What follows belongs to an exercise in optimizing a design on an open flow for small area; a production flow would make more cautious choices. Function was checked by simulation only, so behaviour that the tests miss may differ from the original. Power is estimated from default activity; no workload was simulated. No driver is modelled on the clock port, so clocking that relies on it looks cheaper here than on a real chip.

xenon:
==> flow/design.v (excerpt) <==
module char_buf_arbiter #(
  parameter int         COLS       = 10,
  parameter int         ROWS       = 16,
  parameter logic [7:0] CLEAR_CHAR = 8'h20
) (
  input  logic       clk,
  input  logic       rst,
  input  logic [7:0] rd_xy,
  output logic [7:0] rd_code,
  input  logic       a_req,
  input  logic [7:0] a_xy,
  input  logic [7:0] a_code,
  output logic       a_gnt,
  input  logic       b_req,
  input  logic [7:0] b_xy,
  input  logic [7:0] b_code,
  output logic       b_gnt,
  input  logic       clr_req,
  output logic       busy
);
==> flow/config.mk <==
export PLATFORM = sky130hd
export DESIGN_NAME = char_buf_arbiter
export DESIGN_NICKNAME = char_buf_arbiter
export VERILOG_FILES = /design/flow/design.v
export SDC_FILE = /design/flow/constraint.sdc
export NUM_CORES = 4
export LEC_CHECK = 0
export CAP_MARGIN = 20
export CORE_MARGIN = 2
export CORE_UTILIZATION = 75
export CTS_BUF_LIST = sky130_fd_sc_hd__clkbuf_16
export CTS_CLUSTER_DIAMETER = 100
export CTS_CLUSTER_SIZE = 30
export GPL_TIMING_DRIVEN = 0
export PLACE_DENSITY = 0.8
export SLEW_MARGIN = 20
export SYNTH_HIERARCHICAL = 1
export SYNTH_MINIMUM_KEEP_SIZE = 0
==> flow/constraint.sdc <==
create_clock -name core_clock -period 5.0 [get_ports {clk}]
set_input_delay 1.0000 -clock core_clock [delete_from_list [all_inputs] [get_ports {clk}]]
set_output_delay 1.0000 -clock core_clock [all_outputs]
set_load 0.01 [all_outputs]
standard.sh (not shown) runs the stock make flow with config.mk's settings and CLKGATE_MAP_FILE= SYNTH_SCRIPT=/design/flow/synth_recipe.tcl, a recipe that flattens the netlist after the stock synthesis.
==> flow/flow/run.sh <==
#!/bin/bash
# Own layout flow: the standard flow (standard synthesis, floorplan, power
# grid, taps, placement, routing) with two changes:
#  - port buffers use buf_2 instead of the default delay buffer;
#  - clock tree synthesis with larger sink clusters and no dummy loads.
set -euo pipefail
export BUFFER_PORTS_ARGS="-buffer_cell sky130_fd_sc_hd__buf_2"
export CTS_ARGS="-sink_clustering_enable -repair_clock_nets -sink_clustering_size 34 -sink_clustering_max_diameter 100 -buf_list sky130_fd_sc_hd__clkbuf_16 -dont_use_dummy_load"
bash standard.sh > standard.log 2>&1
xenon: flow completed, timing, DRC and antenna clean
Setup changes, xenon to zinc
==> flow/run.sh (new file) <==
#!/bin/bash
# synth_recipe.tcl (not shown) runs the flow's synth.tcl, then flattens the netlist and writes it again
# the make line also repeats each setting of config.mk as NAME=value (left out here)
make -C /OpenROAD-flow-scripts/flow DESIGN_CONFIG=/design/flow/config.mk WORK_HOME=/design/flow/orfs CLKGATE_MAP_FILE= SYNTH_SCRIPT=/design/flow/synth_recipe.tcl finish
removed: flow/flow/run.sh
removed: flow/standard.sh
Although it ran to completion, zinc produced a layout that fails the final checks because of setup timing. Final area went up slightly going from xenon to zinc. For clock latency of the later-clocked register in the worst-skew pair, xenon and zinc come out practically identical. Row clock share of power: zinc higher / xenon lower. NOTE: net switching share of the total power in zinc exceeds that of xenon. Across both runs, post-layout minimum cycle time was higher for zinc than for xenon. A timing endpoint of the critical path of mem[54][3] is what xenon shows, while mem[24][6] belongs to zinc.
Inputs modified between zinc and indigo:
- clearing CTS_CLUSTER_DIAMETER, which used to be 100
- swapping 20 for 10 in CAP_MARGIN
- clearing CTS_CLUSTER_SIZE, which used to be 30
- clearing CTS_BUF_LIST, which used to be sky130_fd_sc_hd__clkbuf_16
- swapping 20 for 10 in SLEW_MARGIN
- swapping 0.8 for 0.85 in PLACE_DENSITY
- swapping 75 for 80 in CORE_UTILIZATION
==> flow/flow/run.sh (new file) <==
#!/bin/bash
# Own layout flow: the standard flow (standard synthesis, floorplan, power
# grid, taps, placement, routing) with two changes:
#  - port buffers use buf_2 instead of the default delay buffer;
#  - clock tree synthesis with larger sink clusters and no dummy loads.
set -euo pipefail
export BUFFER_PORTS_ARGS="-buffer_cell sky130_fd_sc_hd__buf_2"
export CTS_ARGS="-sink_clustering_enable -repair_clock_nets -sink_clustering_size 30 -sink_clustering_max_diameter 100 -buf_list sky130_fd_sc_hd__clkbuf_16 -dont_use_dummy_load"
bash standard.sh > standard.log 2>&1
==> flow/standard.sh (new file) <==
#!/bin/bash
# synth_recipe.tcl (not shown) runs the flow's synth.tcl, then flattens the netlist and writes it again
# the make line also repeats each setting of config.mk as NAME=value (left out here)
make -C /OpenROAD-flow-scripts/flow DESIGN_CONFIG=/design/flow/config.mk WORK_HOME=/design/flow/orfs CLKGATE_MAP_FILE= SYNTH_SCRIPT=/design/flow/synth_recipe.tcl "${@:-finish}"
removed: flow/run.sh
Findings:
No crash in indigo: every stage finished, but the layout fails its final checks due to capacitance limit, slew limit, setup timing. Number of logic stages on the critical path including buffering for indigo is lower than for zinc. Against zinc, indigo comes in 0.31 points lower on relative area of clock buffers and inverters in the final design. indigo ended with more insertion delay to the later sink of the worst-skew pair than zinc. Relative to zinc, the met1 capacity usage during global routing of indigo is higher by 2.1 points. Summary of the comparison: non-clock buffer area fraction after layout is lower in indigo, relative to zinc. Diff zinc..indigo | number of top-level design ports | unchanged. As of indigo, number of filler cells placed in the layout had fallen by more than 10% compared to zinc. Area of all placed cells without fillers went down slightly going from zinc to indigo.

-- port drivers added, routing unchanged --
The results above use ideal ports. As a check the final layouts listed here were re-extracted and re-timed, cells and wires unchanged.
Step 1 assumes that a clkbuf_16 drives the clock port and a buf_2 every other input.
Step 2 also shifts input and output timing later by t, the mid clock arrival at the registers, as if the neighbouring blocks saw the same clock.
Three values: no drivers, after step 1, after step 2; two values: the first two.
run	t (ns)	setup WS [ns]	worst register clock-pin slew, ns	worst slew at a driven data input, ns
xenon	0.673	0.181 / 0.206 / -0.448	0.12 / 0.12	0.10
zinc	0.704	-0.312 / -0.271 / -0.975	0.12 / 0.12	0.05
indigo	0.686	-0.277 / -0.236 / -0.922	0.11 / 0.11	0.12
Met with ideal ports but missed after step 2: setup timing in xenon. For zinc, which loses most, drivers alone change the setup slack by +0.041 ns; drivers and shift together by -0.663 ns.
